From an optimization exercise on the open Yosys and OpenROAD flow, aimed at small area and a short achievable clock period; shortcuts taken in it are not production practice. RTL that was checked went through simulation tests only; none was proved equivalent to the original. Only the layout flow was run in runs 1 and 2; the RTL was not checked for function there. Power and IR drop assume default switching activity.

$ cat design.v
`default_nettype none
package hdmi_loop_pkg;
  localparam int H_ACT   = 16;   
  localparam int H_FP    = 2;    
  localparam int H_SYNC  = 3;    
  localparam int H_BP    = 3;    
  localparam int H_TOTAL = 24;   
  localparam int V_ACT   = 8;    
  localparam int V_FP    = 1;
  localparam int V_SYNC  = 2;    
  localparam int V_BP    = 2;
  localparam int V_TOTAL = 13;   
  localparam int X_BITS = 5;   
  localparam int Y_BITS = 4;   
  localparam int COLOR_BITS   = 8;               
  localparam int PIX565_BITS  = 16;              
  localparam int FRAME_PIXELS = H_ACT * V_ACT;   
  localparam int ADDR_BITS    = 7;               
  typedef enum logic
  {
    WR_WAIT_SYNC,   
    WR_FILL         
  } wr_state_t;
  typedef enum logic
  {
    RD_BLANK,   
    RD_SHOW     
  } rd_state_t;
endpackage
`default_nettype wire
`timescale 1ns/1ps
`default_nettype none
import hdmi_loop_pkg::*;
module video_timing_gen (
  input  logic           core_clk,
  input  logic           rst_in,
  output logic           hs_d1,     
  output logic           vs_d1,
  output logic           de_d1,
  output logic [H_ACT-1:0] col_sel,   
  output logic [V_ACT-1:0] row_sel    
);
  logic [H_TOTAL-1:0] h_pos;
  logic [V_TOTAL-1:0] v_pos;
  assign col_sel = h_pos[H_ACT-1:0];
  assign row_sel = v_pos[V_ACT-1:0];
  always_ff @(posedge core_clk)
  begin
    if (!rst_in)
    begin
      h_pos <= H_TOTAL'(1) << (H_TOTAL - 1);
      v_pos <= V_TOTAL'(1) << (V_TOTAL - 1);
      hs_d1 <= 1'b0;
      vs_d1 <= 1'b0;
      de_d1 <= 1'b0;
    end
    else
    begin
      h_pos <= {h_pos[H_TOTAL-2:0], h_pos[H_TOTAL-1]};
      if (h_pos[H_TOTAL-1])
        v_pos <= {v_pos[V_TOTAL-2:0], v_pos[V_TOTAL-1]};
      de_d1 <= (|h_pos[H_ACT-1:0]) && (|v_pos[V_ACT-1:0]);
      hs_d1 <= |h_pos[H_ACT+H_FP +: H_SYNC];
      vs_d1 <= |v_pos[V_ACT+V_FP +: V_SYNC];
    end
  end
endmodule
`default_nettype wire
`timescale 1ns/1ps
`default_nettype none
import hdmi_loop_pkg::*;
module fb_write_ctrl (
  input  logic                   core_clk,
  input  logic                   rst_in,
  input  logic                   vs_in,
  input  logic                   de_in,
  input  logic [COLOR_BITS-1:0]  r_in,
  input  logic [COLOR_BITS-1:0]  g_in,
  input  logic [COLOR_BITS-1:0]  b_in,
  output logic [7:0]             wr_row_n,
  output logic [15:0]            wr_col_n,
  output logic [PIX565_BITS-1:0] wr_data,
  output logic                   frame_valid
);
  logic [ADDR_BITS-1:0] addr_cnt;
  logic                 frame_full;
  logic                 take;
  assign take = !vs_in && de_in && !frame_full;
  always_ff @(posedge core_clk)
  begin
    if (!rst_in)
    begin
      frame_full  <= 1'b1;
      wr_row_n    <= '1;
      frame_valid <= 1'b0;
    end
    else
    begin
      if (vs_in)
        frame_full <= 1'b0;
      else if (take && addr_cnt == ADDR_BITS'(FRAME_PIXELS - 1))
        frame_full <= 1'b1;
      wr_row_n <= ~({7'b0, take} << addr_cnt[6:4]);
      if (!wr_row_n[7] && !wr_col_n[15])
        frame_valid <= 1'b1;
    end
  end
  always_ff @(posedge core_clk)
  begin
    if (vs_in)
      addr_cnt <= '0;
    else if (take)
      addr_cnt <= addr_cnt + 1'b1;
    wr_col_n <= ~(16'b1 << addr_cnt[3:0]);
    wr_data  <= {r_in[7:3], g_in[7:2], b_in[7:3]};
  end
endmodule
`default_nettype wire
`timescale 1ns/1ps
`default_nettype none
import hdmi_loop_pkg::*;
module fb_mem (
  input  logic                   core_clk,
  input  logic [7:0]             wr_row_n,
  input  logic [15:0]            wr_col_n,
  input  logic [PIX565_BITS-1:0] wr_data,
  input  logic [H_ACT-1:0]       col_sel,
  input  logic [V_ACT-1:0]       row_sel,
  output logic [1:0][PIX565_BITS-1:0] rd_half
);
  logic [PIX565_BITS-1:0] mem [FRAME_PIXELS];
  logic [PIX565_BITS-1:0] row_word [V_ACT];
  always_comb
  begin
    for (int r = 0; r < V_ACT; r++)
    begin
      row_word[r] = '0;
      for (int c = 0; c < H_ACT; c++)
        row_word[r] = row_word[r] | (mem[r*H_ACT + c] & {PIX565_BITS{col_sel[c]}});
    end
  end
  always_ff @(posedge core_clk)
  begin
    for (int w = 0; w < FRAME_PIXELS; w++)
      if (!wr_row_n[w / H_ACT] && !wr_col_n[w % H_ACT])
        mem[w] <= wr_data;
    for (int h = 0; h < 2; h++)
    begin
      rd_half[h] <= '0;   
      for (int r = 4*h; r < 4*h + 4; r++)
        if (row_sel[r])
          rd_half[h] <= row_word[r];
    end
  end
endmodule
`default_nettype wire
`timescale 1ns/1ps
`default_nettype none
import hdmi_loop_pkg::*;
module fb_read_ctrl (
  input  logic                   core_clk,
  input  logic                   rst_in,
  input  logic                   hs_d1,
  input  logic                   vs_d1,
  input  logic                   de_d1,
  input  logic                   frame_valid,
  input  logic [1:0][PIX565_BITS-1:0] rd_half,
  output logic                   hs_out,
  output logic                   vs_out,
  output logic                   de_out,
  output logic [COLOR_BITS-1:0]  r_out,
  output logic [COLOR_BITS-1:0]  g_out,
  output logic [COLOR_BITS-1:0]  b_out
);
  logic show;   
  logic pix_on;
  logic [PIX565_BITS-1:0] rd_data;
  assign rd_data = rd_half[0] | rd_half[1];
  assign pix_on = de_d1 && show;
  always_ff @(posedge core_clk)
  begin
    if (!rst_in)
    begin
      show   <= 1'b0;
      hs_out <= 1'b0;
      vs_out <= 1'b0;
      de_out <= 1'b0;
      r_out  <= '0;
      g_out  <= '0;
      b_out  <= '0;
    end
    else
    begin
      if (vs_d1 && frame_valid)
        show <= 1'b1;
      hs_out <= hs_d1;
      vs_out <= vs_d1;
      de_out <= de_d1;
      r_out  <= pix_on ? {rd_data[15:11], 3'b000} : '0;
      g_out  <= pix_on ? {rd_data[10:5], 2'b00}   : '0;
      b_out  <= pix_on ? {rd_data[4:0], 3'b000}   : '0;
    end
  end
endmodule
`default_nettype wire
`timescale 1ns/1ps
`default_nettype none
import hdmi_loop_pkg::*;
module hdmi_frame_loop_top (
  input  logic                                 core_clk,
  input  logic                                 rst_in,
  input  logic                                 vs_in,
  input  logic                                 de_in,
  input  logic [hdmi_loop_pkg::COLOR_BITS-1:0] r_in,
  input  logic [hdmi_loop_pkg::COLOR_BITS-1:0] g_in,
  input  logic [hdmi_loop_pkg::COLOR_BITS-1:0] b_in,
  output logic                                 hs_out,
  output logic                                 vs_out,
  output logic                                 de_out,
  output logic [hdmi_loop_pkg::COLOR_BITS-1:0] r_out,
  output logic [hdmi_loop_pkg::COLOR_BITS-1:0] g_out,
  output logic [hdmi_loop_pkg::COLOR_BITS-1:0] b_out,
  output logic                                 frame_valid
);
  logic [7:0]             wr_row_n;
  logic [15:0]            wr_col_n;
  logic [PIX565_BITS-1:0] wr_data;
  logic [H_ACT-1:0]       col_sel;
  logic [V_ACT-1:0]       row_sel;
  logic [1:0][PIX565_BITS-1:0] rd_half;
  logic                   hs_d1;
  logic                   vs_d1;
  logic                   de_d1;
  fb_write_ctrl u_wr (
    .core_clk    (core_clk),
    .rst_in      (rst_in),
    .vs_in       (vs_in),
    .de_in       (de_in),
    .r_in        (r_in),
    .g_in        (g_in),
    .b_in        (b_in),
    .wr_row_n    (wr_row_n),
    .wr_col_n    (wr_col_n),
    .wr_data     (wr_data),
    .frame_valid (frame_valid)
  );
  fb_mem u_mem (
    .core_clk (core_clk),
    .wr_row_n (wr_row_n),
    .wr_col_n (wr_col_n),
    .wr_data  (wr_data),
    .col_sel  (col_sel),
    .row_sel  (row_sel),
    .rd_half  (rd_half)
  );
  video_timing_gen u_tg (
    .core_clk (core_clk),
    .rst_in   (rst_in),
    .hs_d1    (hs_d1),
    .vs_d1    (vs_d1),
    .de_d1    (de_d1),
    .col_sel  (col_sel),
    .row_sel  (row_sel)
  );
  fb_read_ctrl u_rd (
    .core_clk    (core_clk),
    .rst_in      (rst_in),
    .hs_d1       (hs_d1),
    .vs_d1       (vs_d1),
    .de_d1       (de_d1),
    .frame_valid (frame_valid),
    .rd_half     (rd_half),
    .hs_out      (hs_out),
    .vs_out      (vs_out),
    .de_out      (de_out),
    .r_out       (r_out),
    .g_out       (g_out),
    .b_out       (b_out)
  );
endmodule
`default_nettype wire
$ cat run.sh
#!/bin/bash
# synth_recipe.tcl (not shown) runs the flow's synth.tcl, then flattens the netlist and writes it again
# the make line also repeats each setting of config.mk as NAME=value (left out here)
make -C /OpenROAD-flow-scripts/flow DESIGN_CONFIG=/design/flow/config.mk WORK_HOME=/design/flow/orfs CLKGATE_MAP_FILE= SYNTH_SCRIPT=/design/flow/synth_recipe.tcl finish
$ cat config.mk
export PLATFORM = sky130hd
export DESIGN_NAME = hdmi_frame_loop_top
export DESIGN_NICKNAME = hdmi_frame_loop_top
export VERILOG_FILES = /design/flow/design.v
export SDC_FILE = /design/flow/constraint.sdc
export NUM_CORES = 4
export LEC_CHECK = 0
export CAP_MARGIN = 20
export CORE_MARGIN = 2
export CORE_UTILIZATION = 70
export SLEW_MARGIN = 20
$ cat constraint.sdc
create_clock -name core_clock -period 4.0 [get_ports {core_clk}]
set_input_delay 0.8000 -clock core_clock [delete_from_list [all_inputs] [get_ports {core_clk}]]
set_output_delay 0.8000 -clock core_clock [all_outputs]
set_load 0.01 [all_outputs]
==> results.txt, run 1 <==
DIE AREA=roughly 110000 um^2; worst reg2reg path endpoint=u_mem.rd_half[8]$_DFF_P_; met2 track demand over resource in global routing=57.2%; prevailing post-synth register cell=edfxtp_1; total of flip-flops plus latches after synthesis=about 2200; sum of overflow across all layers after global routing=0; Post-DP HPWL=113000 um; capturing element type of the critical path=register; worst setup path startpoint=u_tg.h_pos[1]$_SDFF_PN0_; number of global-route vias before repair=42100; fin crit share=73.1%; average wire per cell in the routed design=35.3 um; number of antenna violations at the first check in global routing=4; fraction of met1 tracks used by global routing=54.2%; Die Y=337 um; Static Leakage=around 27 nW; reg-to-reg startpoint=u_tg.h_pos[1]$_SDFF_PN0_; post-synthesis async set-or-reset flop share=0%; Setup WS post-layout=1.08 ns; number of distinct library cells after synthesis=a little over 40; Post-Route WL=210000 um; H-tree depth=4; global-route wire length before repair=296000 um; status=complete, no violations; mean number of vias per cell=7.35; post-CTS clock slew at the launch and capture registers of the worst setup and hold paths=0.06 ns; Post-Route Utilization=78.6%; final count of hold timing violations=0; buffers inserted by post-CTS timing repair=0; IR drop worst, VDD=between 0.4 and 0.5 mV; pin count of the biggest net entering global routing=between 90 and 100; Post-Route Skew=about 0.022 ns; mean cell area of the mapped netlist=18.8 um^2; final max-slew violation count=0; clock tree from TritonCTS=done; measured slew at the worst slew-check pin=1.26 ns; destination of the critical timing path=u_mem.rd_half[8]$_DFF_P_; type of the setup path with the least slack=register to register; number of buffers added by the clock tree synthesis step=200; Pre-Repair DR Iteration Count=6; source-to-sink clock delay at the later pin of the worst-skew pair=0.81 ns; initial drt markers=between 7000 and 8000; CP Launch Type=register; Synth Instances=4124; worst relative slew slack=15.6%; count of pins on the block boundary=56; total power=44.0 mW; floorplan core area=110000 um^2; max-cap viol count=0; overall die width=between 300 and 400 um; All-Layer GR Usage=between 30 and 40%; R2R setup slack=1.08 ns; number of enable flip-flop cells after synthesis=2048; most heavily used metal layer in global routing=met2; CP max FO=47; path depth of the worst reg2reg path=6; type of the worst min-delay path=primary input to register; setup repair after global routing missed its margin=no; sequential fraction of the synthesis area=83.1%; peak clock frequency supported by timing=342 MHz; number of rows created at floorplan=122; proportion of layout cells with a drive suffix above 1=12.4%; min cycle time layout=2.92 ns; count of nets after finishing=~4300; Hold-fix buffers, CTS=0; routed via count=43700; power per unit of standard cell area=507 nW/um^2; weighted congestion reported at the end of routability-driven placement=0.872; critical path arrival=3.66 ns; met3 demand-to-capacity share in global routing=between 6 and 7%; area overhead of the layout relative to synthesis=11.9%; clock tree buffer depth=3; drc violations=0; port bufs=39; Final setup violation count=0; number of sinks on the clock net=2189; starting density of the core=70.3%; Synthesis Warnings=6; netlist area before placement=77400 um^2; required time reported for the critical path endpoint=approximately 4.7 ns; Post-Route Setup TNS=0 ns; post-placement worst setup slack=1.25 ns; number of instances resized during post-cts repair=0; clock root buffer master=clkbuf_16; FILL cells=just under 6000; post-route ant nets=0
==> cells by family after synthesis <==
family / synth area share, %
compound gates: 11.8
mux: 0.168
xor+xnor: 0.0453
simple gates: 3.21
buf+inv: 1.64
other cells: 0.00484
flops: 83.1
fa+ha+maj: 0.0969
==> synth_stat cells (13+ instances only) <==
cell type	count	area, um^2
o21ai_0	34	170
a221oi_1	319	2790
nor2_1	170	638
nand3_1	103	515
o21ai_1	31	155
nand2_1	24	90.1
mux2i_1	13	130
nor2b_1	18	113
buf_2	81	405
a22o_1	320	2800
buf_1	41	154
and2_1	26	163
dfxtp_1	141	2820
clkbuf_1	151	567
nand4_1	129	807
edfxtp_1	2048	61500
a22oi_1	416	3120
==> registers in the layout, summed over array words and instances, names as in the netlist, 5 cells and up <==
register and count:
u_wr.wr_row_n 8, u_rd.b_out 5, u_mem.mem 2048, u_mem.rd_half 32
u_rd.g_out 6, u_wr.addr_cnt 7, u_wr.wr_data 16, u_tg.h_pos 24
u_wr.wr_col_n 16, u_tg.v_pos 13, u_rd.r_out 5
==> per-layer routing <==
metal | wire, um | share of wire, %
met1 | 76500 | 36
met2 | 98300 | 47
met3 | 26200 | 12
met4 | 9030 | 4.3
met5 | 0 | 0
==> cell usage in the layout, fill, tap and decap left out, types with 32 or more instances in the layout <==
cell | netlist | layout
a22oi_1 | 416 | 416
a221oi_1 | 319 | 319
clkdlybuf4s50_1 | 0 | 39
nand4_1 | 129 | 129
nor2_1 | 170 | 111
nand3_1 | 103 | 103
clkinv_1 | 0 | 32
buf_4 | 9 | 184
nor2_2 | 0 | 46
a22o_1 | 320 | 320
clkbuf_1 | 151 | 84
edfxtp_1 | 2048 | 2048
dfxtp_4 | 0 | 32
dfxtp_1 | 141 | 108
o21ai_0 | 34 | 34
clkbuf_16 | 0 | 211
==> metrics by stage <==
step | hold WS [ns] | instances | instance area (um^2)
2_1_floorplan | 0.386 | 4131 | 77500
3_5_place_dp | 0.401 | 5565 | 80400
5_1_grt | 0.416 | 5939 | 86600
3_3_place_gp | 0.402 | 5564 | 80300
6_report | 0.431 | 5940 | 86700
4_1_cts | 0.401 | 5938 | 86600
==> worst min-delay path by stage <==
| stage | from | end | slack [ns] | cells past startpoint |
|---|---|---|---|---|
| floorplan | u_tg.h_pos[22]$_SDFF_PN0_ | u_tg.h_pos[23]$_SDFF_PN1_ | 0.39 | 1 |
| global placement | u_tg.h_pos[22]$_SDFF_PN0_ | u_tg.h_pos[23]$_SDFF_PN1_ | 0.40 | 1 |
| detailed placement | u_tg.h_pos[22]$_SDFF_PN0_ | u_tg.h_pos[23]$_SDFF_PN1_ | 0.40 | 1 |
| CTS | g_in[6] | u_wr.wr_data[9]$_DFF_P_ | 0.40 | 1 |
| global route | r_in[6] | u_wr.wr_data[14]$_DFF_P_ | 0.42 | 1 |
| finish | r_in[6] | u_wr.wr_data[14]$_DFF_P_ | 0.43 | 1 |
==> worst max-delay path: stages (launching register included) <==
cell and delay (ns):
dfxtp_4 0.96, buf_4 0.51, buf_4 0.52, a22oi_1 0.22
nand4_1 0.24, o21ai_1 0.19, nand3_1 0.12
==> cell type report <==
type	instances	area [um^2]	area share, %
antenna	1	2.50	0.00289
clock buffer	308	5770	6.66
clock inverter	65	449	0.518
inverter	3	11.3	0.0130
multi-input combinational	1651	12100	14.0
sequential	2189	64400	74.4
tap	1488	1860	2.15
timing repair buffer	235	2010	2.32
==> power breakdown <==
part,internal (mW),total (mW),switching (mW),leakage [nW]
clock network,10.3,18.1,7.83,3.02
logic,0.173,0.573,0.400,4.52
registers,25.0,25.3,0.269,19.6
total,35.5,44.0,8.50,27.1
==> run 2, diff against run 1 <==
--- a/config.mk
+++ b/config.mk
@@ -9,3 +9,4 @@
 export CORE_MARGIN = 2
 export CORE_UTILIZATION = 70
+export SETUP_SLACK_MARGIN = 2.0
 export SLEW_MARGIN = 20
==> run 2 against run 1 <==
Design area is 6.6% higher. Clock-buffer cell count is 20 lower. Global-route usage is 5.5 points higher. Critical endpoint is now u_mem.rd_half[29]$_DFF_P_. Sequential cell count stayed put. Wire length is 19% higher. Synthesized cell count stayed put. First-iteration DRC count is 21% higher. Still clean. Critical path type unchanged.
==> results.txt, run 2 <==
internal cell power=36.6 mW (was 35.5 mW); Storage cell area=64500 um^2 (was 64400 um^2); fraction of met1 tracks used by global routing=59.3% (was 54.2%); IR drop worst, VDD=0.391 mV (was 0.446 mV); path depth of the worst reg2reg path=7 (was 6); switching power as a share of total power=19.7% (was 19.3%); Post-DP HPWL=111000 um (was 113000 um); max-cap viol count=0 (unchanged); setup repair after global routing missed its margin=yes (was no); initial drt markers=8601 (was 7108); number of antenna violations at the first check in global routing=11 (was 4); final count of hold timing violations=0 (unchanged); maximum cell stage delay along the critical path=0.55 ns (was 0.96 ns); Final setup violation count=0 (unchanged); DIE AREA=113000 um^2 (unchanged); weighted congestion reported at the end of routability-driven placement=0.919 (was 0.872); required time reported for the critical path endpoint=4.66 ns (was 4.73 ns); critical path arrival=2.98 ns (was 3.66 ns); clock tree from TritonCTS=done (unchanged); register name with the most flops=u_mem.mem (unchanged); Post-Route WL=249000 um (was 210000 um); Gate power share=1.9% (was 1.3%); clock group share of total power=42.7% (was 41.2%); Post-Route Skew=0.0375 ns (was 0.0221 ns); post-synthesis async set-or-reset flop share=0% (unchanged); met3 demand-to-capacity share in global routing=12.9% (was 6.94%); most heavily used metal layer in global routing=met2 (unchanged); source-to-sink clock delay at the later pin of the worst-skew pair=0.82 ns (was 0.81 ns); netlist area before placement=77400 um^2 (unchanged); number of sinks on the clock net=2189 (unchanged); ranking of synthesized cells by area=edfxtp_1, a22oi_1, dfxtp_1, a22o_1, a221oi_1 (unchanged); CP max FO=5 (was 47); sum of overflow across all layers after global routing=0 (unchanged); number of buffers added by the clock tree synthesis step=203 (was 200); destination of the critical timing path=u_mem.rd_half[29]$_DFF_P_ (was u_mem.rd_half[8]$_DFF_P_); ranking of synthesized cells by instance count=edfxtp_1, a22oi_1, a22o_1 (unchanged); Die Y=337 um (unchanged); critical path's slowest cell=a22oi_2 (was dfxtp_4); Setup WS post-layout=1.68 ns (was 1.08 ns); mean number of vias per cell=7.61 (was 7.35); reg-to-reg startpoint=u_tg.h_pos[0]$_SDFF_PN0_ (was u_tg.h_pos[1]$_SDFF_PN0_); average wire per cell in the routed design=40.5 um (was 35.3 um); post-CTS clock slew at the launch and capture registers of the worst setup and hold paths=0.07 ns (was 0.06 ns); cell with the most instances after synthesis=edfxtp_1 (unchanged); area leader, netlist=edfxtp_1 (unchanged); worst setup path startpoint=u_tg.h_pos[0]$_SDFF_PN0_ (was u_tg.h_pos[1]$_SDFF_PN0_); type of the worst min-delay path=primary input to register (unchanged); commonest non-fill, non-tap cell in the layout=edfxtp_1 (unchanged); capturing element type of the critical path=register (unchanged); number of rows created at floorplan=122 (unchanged); starting density of the core=70.3% (unchanged); commonest cells after routing, fill and taps aside=edfxtp_1, a22oi_1, a22o_1 (unchanged); CP Launch Type=register (unchanged); final design instance area without fill=92300 um^2 (was 86700 um^2); count of pins on the block boundary=56 (unchanged); switching pwr=8.99 mW (was 8.50 mW); All-Layer GR Usage=42.9% (was 37.4%); sequential fraction of the synthesis area=83.1% (unchanged); prevailing post-synth register cell=edfxtp_1 (unchanged); type of the setup path with the least slack=register to register (unchanged); met2 track demand over resource in global routing=62.0% (was 57.2%); port bufs=39 (unchanged); Pre-Repair DR Iteration Count=6 (unchanged); post-route ant nets=0 (unchanged); FILL cells=4959 (was 5816); min cycle time layout=2.32 ns (was 2.92 ns); routed via count=46800 (was 43700); drc violations=0 (unchanged); measured slew at the worst slew-check pin=1.29 ns (was 1.26 ns); top cell type's share of synthesized area=79.4% (unchanged); H-tree depth=4 (unchanged); portion of total power attributed to sequential cells=55.4% (was 57.5%); clock root buffer master=clkbuf_16 (unchanged); status=complete, no violations (unchanged); flip-flop count of the largest register, all copies and words added=2048 (unchanged); pin count of the biggest net entering global routing=92 (was 97); worst reg2reg path endpoint=u_mem.rd_half[29]$_DFF_P_ (was u_mem.rd_half[8]$_DFF_P_); Post-Route Setup TNS=0 ns (unchanged); number of distinct library cells after synthesis=41 (unchanged); mean cell area of the mapped netlist=18.8 um^2 (unchanged); Top Registers=u_mem.mem (2048), u_mem.rd_half (32), u_tg.h_pos (24) (unchanged); proportion of layout cells with a drive suffix above 1=23.1% (was 12.4%); final max-slew violation count=0 (unchanged); instance area after placement=80500 um^2 (was 80400 um^2); count of nets after finishing=4513 (was 4314); post-placement worst setup slack=1.34 ns (was 1.25 ns); total of flip-flops plus latches after synthesis=2189 (unchanged); area overhead of the layout relative to synthesis=19.2% (was 11.9%); Synth Instances=4124 (unchanged); floorplan core area=110000 um^2 (unchanged); peak clock frequency supported by timing=431 MHz (was 342 MHz); area of the multi-input gates=13600 um^2 (was 12100 um^2); number of global-route vias before repair=44500 (was 42100); Static Leakage=29.7 nW (was 27.1 nW); R2R setup slack=1.68 ns (was 1.08 ns); global-route wire length before repair=332000 um (was 296000 um); fin crit share=58.0% (was 73.1%); worst relative slew slack=14.1% (was 15.6%); overall die width=337 um (unchanged); number of enable flip-flop cells after synthesis=2048 (unchanged); clock tree buffer depth=3 (unchanged); Synthesis Warnings=6 (unchanged); power per unit of standard cell area=493 nW/um^2 (was 507 nW/um^2); cells along the critical path=buf_12, buf_8, a22o_1, a221oi_2, nand4_1, a22oi_2, nand3_1 (was buf_4, buf_4, a22oi_1, nand4_1, o21ai_1, nand3_1)
## run 2: cell types whose count changed in the layout (fill, tap and decap cells not counted), moves of 36 or more
cell | before | now
a221oi_1 | 319 | 132
a221oi_2 | 1 | 181
buf_12 | 10 | 71
buf_16 | 1 | 43
buf_4 | 184 | 226
buf_6 | 0 | 36
## run 2: power by group through the flow
stage | logic (mW) | clock network (mW) | registers [mW]
6_report | 0.851 | 19.4 | 25.3
5_1_grt | 0.868 | 20.3 | 25.2
4_1_cts | 0.741 | 19.3 | 25.3
3_5_place_dp | 0.543 | 0 | 25.8
3_3_place_gp | 0.517 | 0 | 25.8
2_1_floorplan | 0.267 | 0 | 25.7
## run 2: what timing repair did
item	4_1_cts	5_1_grt
setup buffers	113	43
resized for setup	409	93
endpoints found under the setup margin	83	180
pin swaps	122	114
gates cloned	30	7
hold buffers	0	0
## run 2: critical path: cells and delay by family, from the launching register on
family                 cells  cell delay, ns
and+or+nand+nor            2            0.44
DFF                        1            0.38
buffers and inverters      2            0.33
AOI/OAI and AO/OA          3            0.99
## run 2: final cells by class
| class | instances | share of cell area (%) |
|---|---|---|
| repair buffers | 431 | 6.10 |
| clock buffers | 288 | 6.29 |
| clock inverters | 95 | 0.989 |
| flip-flops and latches | 2189 | 69.8 |
| well taps | 1488 | 2.02 |
| diodes | 3 | 0.00813 |
| inverters | 3 | 0.0122 |
| multi-input cells | 1651 | 14.7 |
## run 2: cells by family after synthesis
family | synth area share (%)
other cells | 0.00484
compound gates | 11.8
mux | 0.168
xor+xnor | 0.0453
fa+ha+maj | 0.0969
simple gates | 3.21
buf+inv | 1.64
flops | 83.1
## run 2: stage by stage
step                      cells  power [mW]  hold WS (ns)  utilization (%)
final                      6148        45.5         0.427             83.8
after global routing       6145        46.4         0.412             83.8
after CTS                  6094        45.3         0.403             82.7
after detailed placement   5568        26.3         0.416             73.1
after global placement     5566        26.3         0.408             73.0
after floorplan            4131        26.0         0.386                -
## run 2: how the worst min path moves through the flow
stage / start / end / slack [ns] / cells after the start
CTS: r_in[6] / u_wr.wr_data[14]$_DFF_P_ / 0.40 / 1
floorplan: u_tg.h_pos[22]$_SDFF_PN0_ / u_tg.h_pos[23]$_SDFF_PN1_ / 0.39 / 1
global placement: u_tg.h_pos[22]$_SDFF_PN0_ / u_tg.h_pos[23]$_SDFF_PN1_ / 0.41 / 1
finish: r_in[7] / u_wr.wr_data[15]$_DFF_P_ / 0.43 / 1
detailed placement: u_tg.h_pos[22]$_SDFF_PN0_ / u_tg.h_pos[23]$_SDFF_PN1_ / 0.42 / 1
global route: g_in[4] / u_wr.wr_data[7]$_DFF_P_ / 0.41 / 1
## run 2: layer usage
metal | wire [um] | vias up
met3 | 40200 | 820
met5 | 51 | -
met1 | 82100 | 23300
met2 | 111000 | 4543
met4 | 15800 | 8
li1 | - | 18100
==> run 3, diff against run 2 <==
--- a/design.v
+++ b/design.v
@@ -126,6 +126,5 @@
   input  logic [PIX565_BITS-1:0] wr_data,
   input  logic [H_ACT-1:0]       col_sel,
-  input  logic [V_ACT-1:0]       row_sel,
-  output logic [1:0][PIX565_BITS-1:0] rd_half
+  output logic [V_ACT-1:0][PIX565_BITS-1:0] rd_row
 );
   logic [PIX565_BITS-1:0] mem [FRAME_PIXELS];
@@ -145,11 +144,6 @@
       if (!wr_row_n[w / H_ACT] && !wr_col_n[w % H_ACT])
         mem[w] <= wr_data;
-    for (int h = 0; h < 2; h++)
-    begin
-      rd_half[h] <= '0;   
-      for (int r = 4*h; r < 4*h + 4; r++)
-        if (row_sel[r])
-          rd_half[h] <= row_word[r];
-    end
+    for (int r = 0; r < V_ACT; r++)
+      rd_row[r] <= row_word[r];   
   end
 endmodule
@@ -165,5 +159,6 @@
   input  logic                   de_d1,
   input  logic                   frame_valid,
-  input  logic [1:0][PIX565_BITS-1:0] rd_half,
+  input  logic [V_ACT-1:0]       row_sel,   
+  input  logic [V_ACT-1:0][PIX565_BITS-1:0] rd_row,
   output logic                   hs_out,
   output logic                   vs_out,
@@ -176,5 +171,10 @@
   logic pix_on;
   logic [PIX565_BITS-1:0] rd_data;
-  assign rd_data = rd_half[0] | rd_half[1];
+  always_comb
+  begin
+    rd_data = '0;
+    for (int r = 0; r < V_ACT; r++)
+      rd_data = rd_data | (rd_row[r] & {PIX565_BITS{row_sel[r]}});
+  end
   assign pix_on = de_d1 && show;
   always_ff @(posedge core_clk)
@@ -228,5 +228,5 @@
   logic [H_ACT-1:0]       col_sel;
   logic [V_ACT-1:0]       row_sel;
-  logic [1:0][PIX565_BITS-1:0] rd_half;
+  logic [V_ACT-1:0][PIX565_BITS-1:0] rd_row;
   logic                   hs_d1;
   logic                   vs_d1;
@@ -251,6 +251,5 @@
     .wr_data  (wr_data),
     .col_sel  (col_sel),
-    .row_sel  (row_sel),
-    .rd_half  (rd_half)
+    .rd_row   (rd_row)
   );
   video_timing_gen u_tg (
@@ -270,5 +269,6 @@
     .de_d1       (de_d1),
     .frame_valid (frame_valid),
-    .rd_half     (rd_half),
+    .row_sel     (row_sel),
+    .rd_row      (rd_row),
     .hs_out      (hs_out),
     .vs_out      (vs_out),
--- a/config.mk
+++ b/config.mk
@@ -9,4 +9,6 @@
 export CORE_MARGIN = 2
 export CORE_UTILIZATION = 70
-export SETUP_SLACK_MARGIN = 2.0
-export SLEW_MARGIN = 20
+export CTS_CLUSTER_DIAMETER = 80
+export CTS_CLUSTER_SIZE = 24
+export SETUP_SLACK_MARGIN = 2.1
+export SLEW_MARGIN = 60
==> run 3 against run 2 <==
Combinational power shrank 0.8%. Total power fell by 14%. Non-clock buffer count fell by 61. Clock power down 38%. Critical path type is now register to primary output. Wire length decreased by 8.0%. Maximum frequency up 11%. Highest routed layer unchanged. Die area grew 2.2%.
==> results.txt, run 3 <==
status=complete, no violations (unchanged); overall die width=340 um (was 337 um); pin count of the biggest net entering global routing=69 (was 92); Pre-Repair DR Iteration Count=5 (was 6); top cell type's share of synthesized area=77.7% (was 79.4%); reg-to-reg startpoint=u_tg.v_pos[3]$_SDFFE_PN0P_ (was u_tg.h_pos[0]$_SDFF_PN0_); Post-Route Skew=0.0346 ns (was 0.0375 ns); mean number of vias per cell=7.65 (was 7.61); Static Leakage=27.6 nW (was 29.7 nW); DIE AREA=116000 um^2 (was 113000 um^2); sum of overflow across all layers after global routing=0 (unchanged); post-route ant nets=0 (unchanged); worst setup path startpoint=u_rd.r_out[7]$_SDFF_PN0_ (was u_tg.h_pos[0]$_SDFF_PN0_); critical path arrival=1.28 ns (was 2.98 ns); flip-flop count of the largest register, all copies and words added=2048 (unchanged); worst relative slew slack=54.1% (was 14.1%); H-tree depth=3 (was 4); total power=39.2 mW (was 45.5 mW); Die Y=340 um (was 337 um); average wire per cell in the routed design=39.1 um (was 40.5 um); prevailing post-synth register cell=edfxtp_1 (unchanged); type of the worst min-delay path=register to register (was primary input to register); weighted congestion reported at the end of routability-driven placement=0.935 (was 0.919); register name with the most flops=u_mem.mem (unchanged); capturing element type of the critical path=primary output (was register); ranking of synthesized cells by instance count=edfxtp_1, a221oi_1, a22o_1 (was edfxtp_1, a22oi_1, a22o_1); mean cell area of the mapped netlist=19.4 um^2 (was 18.8 um^2); cell with the most instances after synthesis=edfxtp_1 (unchanged); Hold-fix buffers, CTS=0 (unchanged); post-synthesis async set-or-reset flop share=0% (unchanged); Post-DP HPWL=134000 um (was 111000 um); required time reported for the critical path endpoint=3.20 ns (was 4.66 ns); clock tree buffer depth=3 (unchanged); drc violations=0 (unchanged); type of the setup path with the least slack=register to primary output (was register to register); fin crit share=52.1% (was 58.0%); R2R setup slack=2.05 ns (was 1.68 ns); critical path's slowest cell=dfxtp_4 (was a22oi_2); Post-Route Setup TNS=0 ns (unchanged); count of nets after finishing=4303 (was 4513); floorplan core area=112000 um^2 (was 110000 um^2); commonest cells after routing, fill and taps aside=edfxtp_1, a22o_1, a221oi_1 (was edfxtp_1, a22oi_1, a22o_1); total of flip-flops plus latches after synthesis=2285 (was 2189); commonest non-fill, non-tap cell in the layout=edfxtp_1 (unchanged); source-to-sink clock delay at the later pin of the worst-skew pair=0.74 ns (was 0.82 ns); Synth Instances=4078 (was 4124); maximum cell stage delay along the critical path=0.42 ns (was 0.55 ns); Final setup violation count=0 (unchanged); routed via count=44800 (was 46800); IR drop worst, VDD=0.400 mV (was 0.391 mV); Synthesis Warnings=6 (unchanged); number of rows created at floorplan=123 (was 122); post-CTS clock slew at the launch and capture registers of the worst setup and hold paths=0.10 ns (was 0.07 ns); ranking of synthesized cells by area=edfxtp_1, dfxtp_1, a221oi_1, a22o_1, clkbuf_1 (was edfxtp_1, a22oi_1, dfxtp_1, a22o_1, a221oi_1); count of pins on the block boundary=56 (unchanged); Crit path max-delay family=flip-flops (was compound AO/OA/AOI/OAI gates); measured slew at the worst slew-check pin=0.688 ns (was 1.29 ns); power per unit of standard cell area=443 nW/um^2 (was 493 nW/um^2); number of sinks on the clock net=2285 (was 2189); peak clock frequency supported by timing=480 MHz (was 431 MHz); starting density of the core=70.4% (was 70.3%); Post-Route Utilization=78.8% (was 83.8%); number of global-route vias before repair=42800 (was 44500); setup repair after global routing missed its margin=yes (unchanged); Top Registers=u_mem.mem (2048), u_mem.rd_row (128), u_tg.h_pos (24) (was u_mem.mem (2048), u_mem.rd_half (32), u_tg.h_pos (24)); initial drt markers=7252 (was 8601); cells along the critical path=buf_6 (was buf_12, buf_8, a22o_1, a221oi_2, nand4_1, a22oi_2, nand3_1); final max-slew violation count=0 (unchanged); global-route wire length before repair=317000 um (was 332000 um); sequential fraction of the synthesis area=83.7% (was 83.1%); origin of the worst min-delay path=u_tg.h_pos[22]$_SDFF_PN0_ (was r_in[7]); final count of hold timing violations=0 (unchanged); Buffers & Inverters on Critical Path=1 (was 2); All-Layer GR Usage=39.4% (was 42.9%); area leader, netlist=edfxtp_1 (unchanged); min cycle time layout=2.08 ns (was 2.32 ns); max-cap viol count=0 (unchanged); port bufs=39 (unchanged); CP Launch Type=register (unchanged); Post-Route WL=229000 um (was 249000 um); clock tree from TritonCTS=done (unchanged); CP max FO=1 (was 5); number of buffers added by the clock tree synthesis step=105 (was 203); netlist area before placement=79100 um^2 (was 77400 um^2); clock root buffer master=clkbuf_16 (unchanged); area overhead of the layout relative to synthesis=11.8% (was 19.2%); proportion of layout cells with a drive suffix above 1=15.8% (was 23.1%); number of antenna violations at the first check in global routing=3 (was 11); number of distinct library cells after synthesis=34 (was 41); number of enable flip-flop cells after synthesis=2048 (unchanged)
[run 3: cell families (layout without fill, tap and decap cells)]
group / Yosys count / in the layout / share of synthesized area [%]
fa+ha+maj: 6 / 6 / 0.0949
compound gates: 1120 / 1120 / 12.2
flops: 2285 / 2285 / 83.7
mux: 13 / 13 / 0.164
other cells: 1 / 10 / 0.00474
buf+inv: 297 / 568 / 1.46
simple gates: 356 / 356 / 2.31
[run 3: final cells by class]
type / instances / area (um^2)
fill: 5765 / 23900
antenna: 2 / 5.00
clock buffer: 191 / 3040
clock inverter: 3 / 37.5
tap: 1500 / 1880
sequential: 2285 / 66500
inverter: 4 / 15.0
multi-input combinational: 1503 / 12400
timing repair buffer: 370 / 4580
[run 3: metal layers]
| metal | share of wire (%) | up-vias | wire (um) | global-route usage, % |
|---|---|---|---|---|
| met2 | 46 | 3779 | 106000 | 60.1 |
| met1 | 35 | 22900 | 80400 | 56.7 |
| li1 | - | 17600 | - | - |
| met4 | 4.3 | 2 | 9770 | 15.0 |
| met5 | 0.0052 | - | 12 | 0 |
| met3 | 14 | 526 | 33100 | 9.39 |
[run 3: final timing paths]
path                               endpoint  depth (start not counted)
setup reg to reg   u_rd.r_out[4]$_SDFF_PN0_                          4
hold reg to reg   u_tg.h_pos[23]$_SDFF_PN1_                          1
hold / removal    u_tg.h_pos[23]$_SDFF_PN1_                          1
setup / recovery                   r_out[7]                          1
[run 3: power breakdown]
part	leakage [nW]	switching (mW)	internal, mW
combinational	5.71	0.562	0.282
clock	1.46	6.93	5.18
sequential	20.4	0.228	26.0
total	27.6	7.72	31.5
[run 3: stage by stage]
step | hold WS (ns) | std cells | worst slack (ns) | cell area [um^2]
after floorplan | 0.386 | 4085 | 1.94 | 79200
final | 0.426 | 5858 | 1.92 | 88500
after global placement | 0.400 | 5511 | 1.33 | 82300
after global routing | 0.439 | 5857 | 1.90 | 88500
after CTS | 0.427 | 5835 | 1.91 | 88200
after detailed placement | 0.398 | 5633 | 1.29 | 84800
[run 3: repair_timing]
item,in CTS,in global routing
setup endpoints to repair,56,45
gates resized for setup,154,11
hold endpoints to repair,0,0
gates cloned,3,2
pin swaps,9,8
buffers inserted,5,15
==> run 4, diff against run 3 <==
--- a/design.v
+++ b/design.v
@@ -37,5 +37,7 @@
   output logic           hs_d1,     
   output logic           vs_d1,
+  output logic           vs_next,   
   output logic           de_d1,
+  output logic           de_next,   
   output logic [H_ACT-1:0] col_sel,   
   output logic [V_ACT-1:0] row_sel    
@@ -45,4 +47,6 @@
   assign col_sel = h_pos[H_ACT-1:0];
   assign row_sel = v_pos[V_ACT-1:0];
+  assign vs_next = |v_pos[V_ACT+V_FP +: V_SYNC];
+  assign de_next = (|h_pos[H_ACT-1:0]) && (|v_pos[V_ACT-1:0]);
   always_ff @(posedge core_clk)
   begin
@@ -60,7 +64,7 @@
       if (h_pos[H_TOTAL-1])
         v_pos <= {v_pos[V_TOTAL-2:0], v_pos[V_TOTAL-1]};
-      de_d1 <= (|h_pos[H_ACT-1:0]) && (|v_pos[V_ACT-1:0]);
+      de_d1 <= de_next;
       hs_d1 <= |h_pos[H_ACT+H_FP +: H_SYNC];
-      vs_d1 <= |v_pos[V_ACT+V_FP +: V_SYNC];
+      vs_d1 <= vs_next;
     end
   end
@@ -78,4 +82,5 @@
   input  logic [COLOR_BITS-1:0]  g_in,
   input  logic [COLOR_BITS-1:0]  b_in,
+  input  logic                   phase,
   output logic [7:0]             wr_row_n,
   output logic [15:0]            wr_col_n,
@@ -113,5 +118,5 @@
       addr_cnt <= addr_cnt + 1'b1;
     wr_col_n <= ~(16'b1 << addr_cnt[3:0]);
-    wr_data  <= {r_in[7:3], g_in[7:2], b_in[7:3]};
+    wr_data  <= {r_in[7:3], g_in[7:2], b_in[7:3]} ^ {PIX565_BITS{phase}};
   end
 endmodule
@@ -126,5 +131,6 @@
   input  logic [PIX565_BITS-1:0] wr_data,
   input  logic [H_ACT-1:0]       col_sel,
-  output logic [V_ACT-1:0][PIX565_BITS-1:0] rd_row
+  output logic [V_ACT-1:0][PIX565_BITS-1:0] rd_row,
+  output logic                   phase
 );
   logic [PIX565_BITS-1:0] mem [FRAME_PIXELS];
@@ -142,6 +148,6 @@
   begin
     for (int w = 0; w < FRAME_PIXELS; w++)
-      if (!wr_row_n[w / H_ACT] && !wr_col_n[w % H_ACT])
-        mem[w] <= wr_data;
+      mem[w] <= (!wr_row_n[w / H_ACT] && !wr_col_n[w % H_ACT]) ? wr_data : ~mem[w];
+    phase <= !phase;
     for (int r = 0; r < V_ACT; r++)
       rd_row[r] <= row_word[r];   
@@ -157,8 +163,11 @@
   input  logic                   hs_d1,
   input  logic                   vs_d1,
+  input  logic                   vs_next,
   input  logic                   de_d1,
+  input  logic                   de_next,
   input  logic                   frame_valid,
   input  logic [V_ACT-1:0]       row_sel,   
   input  logic [V_ACT-1:0][PIX565_BITS-1:0] rd_row,
+  input  logic                   phase,
   output logic                   hs_out,
   output logic                   vs_out,
@@ -168,36 +177,44 @@
   output logic [COLOR_BITS-1:0]  b_out
 );
-  logic show;   
-  logic pix_on;
+  logic                   show;        
+  logic                   show_next;
+  logic                   pix_next;    
+  logic [V_ACT-1:0]       pix_row;     
+  logic                   pix_flip;    
   logic [PIX565_BITS-1:0] rd_data;
+  assign show_next = show || (vs_next && frame_valid);
+  assign pix_next  = de_next && show_next;
   always_comb
   begin
     rd_data = '0;
     for (int r = 0; r < V_ACT; r++)
-      rd_data = rd_data | (rd_row[r] & {PIX565_BITS{row_sel[r]}});
-  end
-  assign pix_on = de_d1 && show;
+      rd_data = rd_data | (rd_row[r] & {PIX565_BITS{pix_row[r]}});
+    rd_data = rd_data ^ {PIX565_BITS{pix_flip}};
+  end
   always_ff @(posedge core_clk)
   begin
     if (!rst_in)
     begin
-      show   <= 1'b0;
-      hs_out <= 1'b0;
-      vs_out <= 1'b0;
-      de_out <= 1'b0;
-      r_out  <= '0;
-      g_out  <= '0;
-      b_out  <= '0;
+      show     <= 1'b0;
+      pix_row  <= '0;
+      pix_flip <= 1'b0;
+      hs_out   <= 1'b0;
+      vs_out   <= 1'b0;
+      de_out   <= 1'b0;
+      r_out    <= '0;
+      g_out    <= '0;
+      b_out    <= '0;
     end
     else
     begin
-      if (vs_d1 && frame_valid)
-        show <= 1'b1;
-      hs_out <= hs_d1;
-      vs_out <= vs_d1;
-      de_out <= de_d1;
-      r_out  <= pix_on ? {rd_data[15:11], 3'b000} : '0;
-      g_out  <= pix_on ? {rd_data[10:5], 2'b00}   : '0;
-      b_out  <= pix_on ? {rd_data[4:0], 3'b000}   : '0;
+      show     <= show_next;
+      pix_row  <= row_sel & {V_ACT{pix_next}};
+      pix_flip <= phase && pix_next;
+      hs_out   <= hs_d1;
+      vs_out   <= vs_d1;
+      de_out   <= de_d1;
+      r_out    <= {rd_data[15:11], 3'b000};
+      g_out    <= {rd_data[10:5], 2'b00};
+      b_out    <= {rd_data[4:0], 3'b000};
     end
   end
@@ -231,5 +248,8 @@
   logic                   hs_d1;
   logic                   vs_d1;
+  logic                   vs_next;
   logic                   de_d1;
+  logic                   de_next;
+  logic                   phase;
   fb_write_ctrl u_wr (
     .core_clk    (core_clk),
@@ -240,4 +260,5 @@
     .g_in        (g_in),
     .b_in        (b_in),
+    .phase       (phase),
     .wr_row_n    (wr_row_n),
     .wr_col_n    (wr_col_n),
@@ -251,5 +272,6 @@
     .wr_data  (wr_data),
     .col_sel  (col_sel),
-    .rd_row   (rd_row)
+    .rd_row   (rd_row),
+    .phase    (phase)
   );
   video_timing_gen u_tg (
@@ -258,5 +280,7 @@
     .hs_d1    (hs_d1),
     .vs_d1    (vs_d1),
+    .vs_next  (vs_next),
     .de_d1    (de_d1),
+    .de_next  (de_next),
     .col_sel  (col_sel),
     .row_sel  (row_sel)
@@ -267,8 +291,11 @@
     .hs_d1       (hs_d1),
     .vs_d1       (vs_d1),
+    .vs_next     (vs_next),
     .de_d1       (de_d1),
+    .de_next     (de_next),
     .frame_valid (frame_valid),
     .row_sel     (row_sel),
     .rd_row      (rd_row),
+    .phase       (phase),
     .hs_out      (hs_out),
     .vs_out      (vs_out),
--- a/config.mk
+++ b/config.mk
@@ -12,3 +12,3 @@
 export CTS_CLUSTER_SIZE = 24
 export SETUP_SLACK_MARGIN = 2.1
-export SLEW_MARGIN = 60
+export SLEW_MARGIN = 30
==> run 4 against run 3 <==
Total power fell by 6.3%. Area after synthesis rose by 1.6%. Clock skew fell by 0.0068 ns. Maximum frequency rose by 0.17%. Sequential share of layout area fell by 20 points. First-iteration DRC count rose by 23%. Design area fell by 5.9%. Critical path depth did not move. Highest routed layer unchanged.
==> results.txt, run 4 <==
status=complete, no violations (unchanged); Die Y=343 um (was 340 um); Post-Route WL=260000 um (was 229000 um); clock root buffer master=clkbuf_16 (unchanged); total power=36.7 mW (was 39.2 mW); count of nets after finishing=8212 (was 4303); flip-flop count of the largest register, all copies and words added=2048 (unchanged); total of flip-flops plus latches after synthesis=2295 (was 2285); Hold WS=0.432 ns (was 0.426 ns); most heavily used metal layer in global routing=met2 (unchanged); reg-to-reg startpoint=u_rd.pix_row[7]$_SDFF_PN0_ (was u_tg.v_pos[3]$_SDFFE_PN0P_); Synthesis Warnings=6 (unchanged); number of enable flip-flop cells after synthesis=0 (was 2048); Final setup violation count=0 (unchanged); Pre-Repair DR Iteration Count=6 (was 5); starting density of the core=70.5% (was 70.4%); worst setup path startpoint=u_rd.b_out[6]$_SDFF_PN0_ (was u_rd.r_out[7]$_SDFF_PN0_); register name with the most flops=u_mem.mem (unchanged); area overhead of the layout relative to synthesis=3.58% (was 11.8%); maximum cell stage delay along the critical path=0.42 ns (about the same); min cycle time layout=2.08 ns (about the same); initial drt markers=8895 (was 7252); critical path's slowest cell=dfxtp_4 (unchanged); final max-slew violation count=0 (unchanged); netlist area before placement=80400 um^2 (was 79100 um^2); Static Leakage=35.4 nW (was 27.6 nW); CP Launch Type=register (unchanged); final count of hold timing violations=0 (unchanged); Buffers & Inverters on Critical Path=1 (unchanged); DIE AREA=118000 um^2 (was 116000 um^2); Post-Route Skew=0.0278 ns (was 0.0346 ns); sequential fraction of the synthesis area=57.2% (was 83.7%); pin count of the biggest net entering global routing=81 (was 69); cells along the critical path=buf_6 (unchanged); area leader, netlist=dfxtp_1 (was edfxtp_1); mean cell area of the mapped netlist=8.98 um^2 (was 19.4 um^2); critical path arrival=1.28 ns (about the same); prevailing post-synth register cell=dfxtp_1 (was edfxtp_1); average wire per cell in the routed design=26.8 um (was 39.1 um); post-CTS clock slew at the launch and capture registers of the worst setup and hold paths=0.09 ns (was 0.10 ns); fin crit share=52.0% (was 52.1%); destination of the critical timing path=b_out[6] (was r_out[7]); Post-Route Setup TNS=0 ns (unchanged); number of antenna violations at the first check in global routing=9 (was 3); type of the setup path with the least slack=register to primary output (unchanged); Crit path max-delay family=flip-flops (unchanged); port bufs=39 (unchanged); final design instance area without fill=83200 um^2 (was 88500 um^2); ranking of synthesized cells by area=dfxtp_1, a21oi_1, nor2_1, a221oi_1, a22o_1 (was edfxtp_1, dfxtp_1, a221oi_1, a22o_1, clkbuf_1); number of rows created at floorplan=124 (was 123); power per unit of standard cell area=441 nW/um^2 (was 443 nW/um^2); area of the multi-input gates=30700 um^2 (was 12400 um^2); met3 demand-to-capacity share in global routing=8.62% (was 9.39%); required time reported for the critical path endpoint=3.20 ns (about the same); number of distinct library cells after synthesis=41 (was 34); post-synthesis async set-or-reset flop share=0% (unchanged); source-to-sink clock delay at the later pin of the worst-skew pair=0.76 ns (was 0.74 ns); H-tree depth=3 (unchanged); All-Layer GR Usage=42.4% (was 39.4%); Storage cell area=46200 um^2 (was 66500 um^2); capturing element type of the critical path=primary output (unchanged); worst reg2reg path endpoint=u_rd.b_out[6]$_SDFF_PN0_ (was u_rd.r_out[4]$_SDFF_PN0_); setup repair after global routing missed its margin=yes (unchanged); weighted congestion reported at the end of routability-driven placement=0.878 (was 0.935); post-route ant nets=0 (unchanged); met2 track demand over resource in global routing=66.4% (was 60.1%); peak clock frequency supported by timing=480 MHz (about the same); proportion of layout cells with a drive suffix above 1=5.20% (was 15.8%); commonest non-fill, non-tap cell in the layout=dfxtp_1 (was edfxtp_1); global-route wire length before repair=377000 um (was 317000 um); R2R setup slack=2.07 ns (was 2.05 ns); sum of overflow across all layers after global routing=0 (unchanged); Post-DP HPWL=141000 um (was 134000 um); critical path depth in cells=1 (unchanged); clock tree buffer depth=3 (unchanged); routed via count=66700 (was 44800); overall die width=343 um (was 340 um); top cell type's share of synthesized area=57.2% (was 77.7%); IR drop worst, VDD=0.455 mV (was 0.400 mV); drc violations=0 (unchanged); commonest cells after routing, fill and taps aside=dfxtp_1, nor2_1, a21oi_1 (was edfxtp_1, a22o_1, a221oi_1); mean number of vias per cell=6.86 (was 7.65); max-cap viol count=0 (unchanged); ranking of synthesized cells by instance count=dfxtp_1, nor2_1, a21oi_1 (was edfxtp_1, a221oi_1, a22o_1); FILL cells=8727 (was 5765); Setup WS post-layout=1.92 ns (about the same); post-placement worst setup slack=1.46 ns (was 1.29 ns); number of sinks on the clock net=2295 (was 2285); CP max FO=1 (unchanged); type of the worst min-delay path=register to register (unchanged); clock tree from TritonCTS=done (unchanged); number of global-route vias before repair=61100 (was 42800); fraction of met1 tracks used by global routing=55.5% (was 56.7%); instance area after placement=79600 um^2 (was 84800 um^2); measured slew at the worst slew-check pin=1.03 ns (was 0.688 ns); cell with the most instances after synthesis=dfxtp_1 (was edfxtp_1); number of buffers added by the clock tree synthesis step=106 (was 105); path depth of the worst reg2reg path=3 (was 4); worst relative slew slack=31.5% (was 54.1%); Top Registers=u_mem.mem (2048), u_mem.rd_row (128), u_tg.h_pos (24) (unchanged); floorplan core area=114000 um^2 (was 112000 um^2); count of pins on the block boundary=56 (unchanged); Synth Instances=8947 (was 4078)
[run 4: cell count changes after synthesis, moves of 167 or more]
| cell | change |
|---|---|
| buf_2 | +167 |
| nor2_1 | +1923 |
| clkbuf_1 | +538 |
| a21oi_1 | +2045 |
| dfxtp_1 | +2058 |
| edfxtp_1 | -2048 |
[run 4: through the flow]
step	cells	utilization [%]
after floorplan	8954	-
after global placement	9567	69.8
after detailed placement	9570	69.8
after CTS	9705	72.8
after global routing	9711	73.0
final	9716	73.0
[run 4: per-layer routing]
| layer | wire length, um | share of wire [%] | up-vias |
|---|---|---|---|
| met2 | 115000 | 44 | 3972 |
| met5 | 55 | 0.021 | - |
| met3 | 31300 | 12 | 828 |
| met4 | 15500 | 6.0 | 8 |
| met1 | 98800 | 38 | 32200 |
| li1 | - | - | 29700 |
[run 4: logic make-up after synthesis]
family / Yosys count / synth area share [%]
flip-flops: 2295 / 57.2
adder cells (fa/ha/maj): 6 / 0.0934
multiplexers: 29 / 0.361
AO/OA/AOI/OAI: 3154 / 24.7
other: 1 / 0.00467
XOR/XNOR: 16 / 0.174
AND/OR/NAND/NOR: 2430 / 12.5
buffers and inverters: 1016 / 5.06
[run 4: how the worst min path moves through the flow]
stage,startpoint,end,slack (ns),cells after the start
after floorplan,u_tg.h_pos[22]$_SDFF_PN0_,u_tg.h_pos[23]$_SDFF_PN1_,0.39,1
after global placement,u_tg.h_pos[22]$_SDFF_PN0_,u_tg.h_pos[23]$_SDFF_PN1_,0.40,1
after detailed placement,u_tg.h_pos[22]$_SDFF_PN0_,u_tg.h_pos[23]$_SDFF_PN1_,0.40,1
after CTS,u_tg.h_pos[22]$_SDFF_PN0_,u_tg.h_pos[23]$_SDFF_PN1_,0.42,1
after global routing,u_tg.h_pos[22]$_SDFF_PN0_,u_tg.h_pos[23]$_SDFF_PN1_,0.43,1
final,u_mem.mem[123][11]$_DFF_P_,u_mem.mem[123][11]$_DFF_P_,0.43,1
[run 4: power by group]
part           internal (mW)  total (mW)  switching (mW)
sequential              23.1        23.5           0.381
combinational          0.400       0.964           0.564
clock                   5.10        12.3            7.17
total                   28.6        36.7            8.11
[run 4: cell type report]
type                    count  area share, %
clock buffers             124           3.42
flip-flops and latches   2295           55.5
multi-input cells        5643           36.9
repair buffers            125           1.87
inverters                   7         0.0316
well taps                1512           2.27
clock inverters             5         0.0812
diodes                      5         0.0150
[run 4: what timing repair did]
item,4_1_cts,5_1_grt
buffers inserted,6,6
hold buffers,0,0
cloned,0,0
endpoints found under the setup margin,1893,414
gates resized for setup,260,20

what the ideal ports hide:
No port has a modelled driver above. Below, the same layouts with a new extraction and two added sets of constraints.
Step 1 sets driving cells, clkbuf_16 on the clock port and buf_2 on the other inputs (assumed; they add their load-dependent delay and slew).
Step 2 adds t to the input delays and takes it off the output delays; t is the mean of the earliest and latest rising clock arrival at the registers after step 1. Input paths then give back, and output paths get back, about the clock's delay inside the block.
Slacks: ideal / step 1 / step 2; pairs: ideal / step 1.
run | t (ns) | setup slack, ns | latest minus earliest clock arrival (ns)
run 1 | 0.878 | 1.075 / 1.075 / 1.075 | 0.025 / 0.026
run 2 | 0.871 | 1.680 / 1.680 / 1.246 | 0.044 / 0.045
run 3 | 0.809 | 1.915 / 1.831 / 1.343 | 0.035 / 0.035
run 4 | 0.835 | 1.919 / 1.832 / 1.357 | 0.031 / 0.031
After both steps setup and hold are still met in every run listed. The setup slack of run 3, which loses most, moves by -0.084 ns with the drivers and by -0.572 ns with both steps.
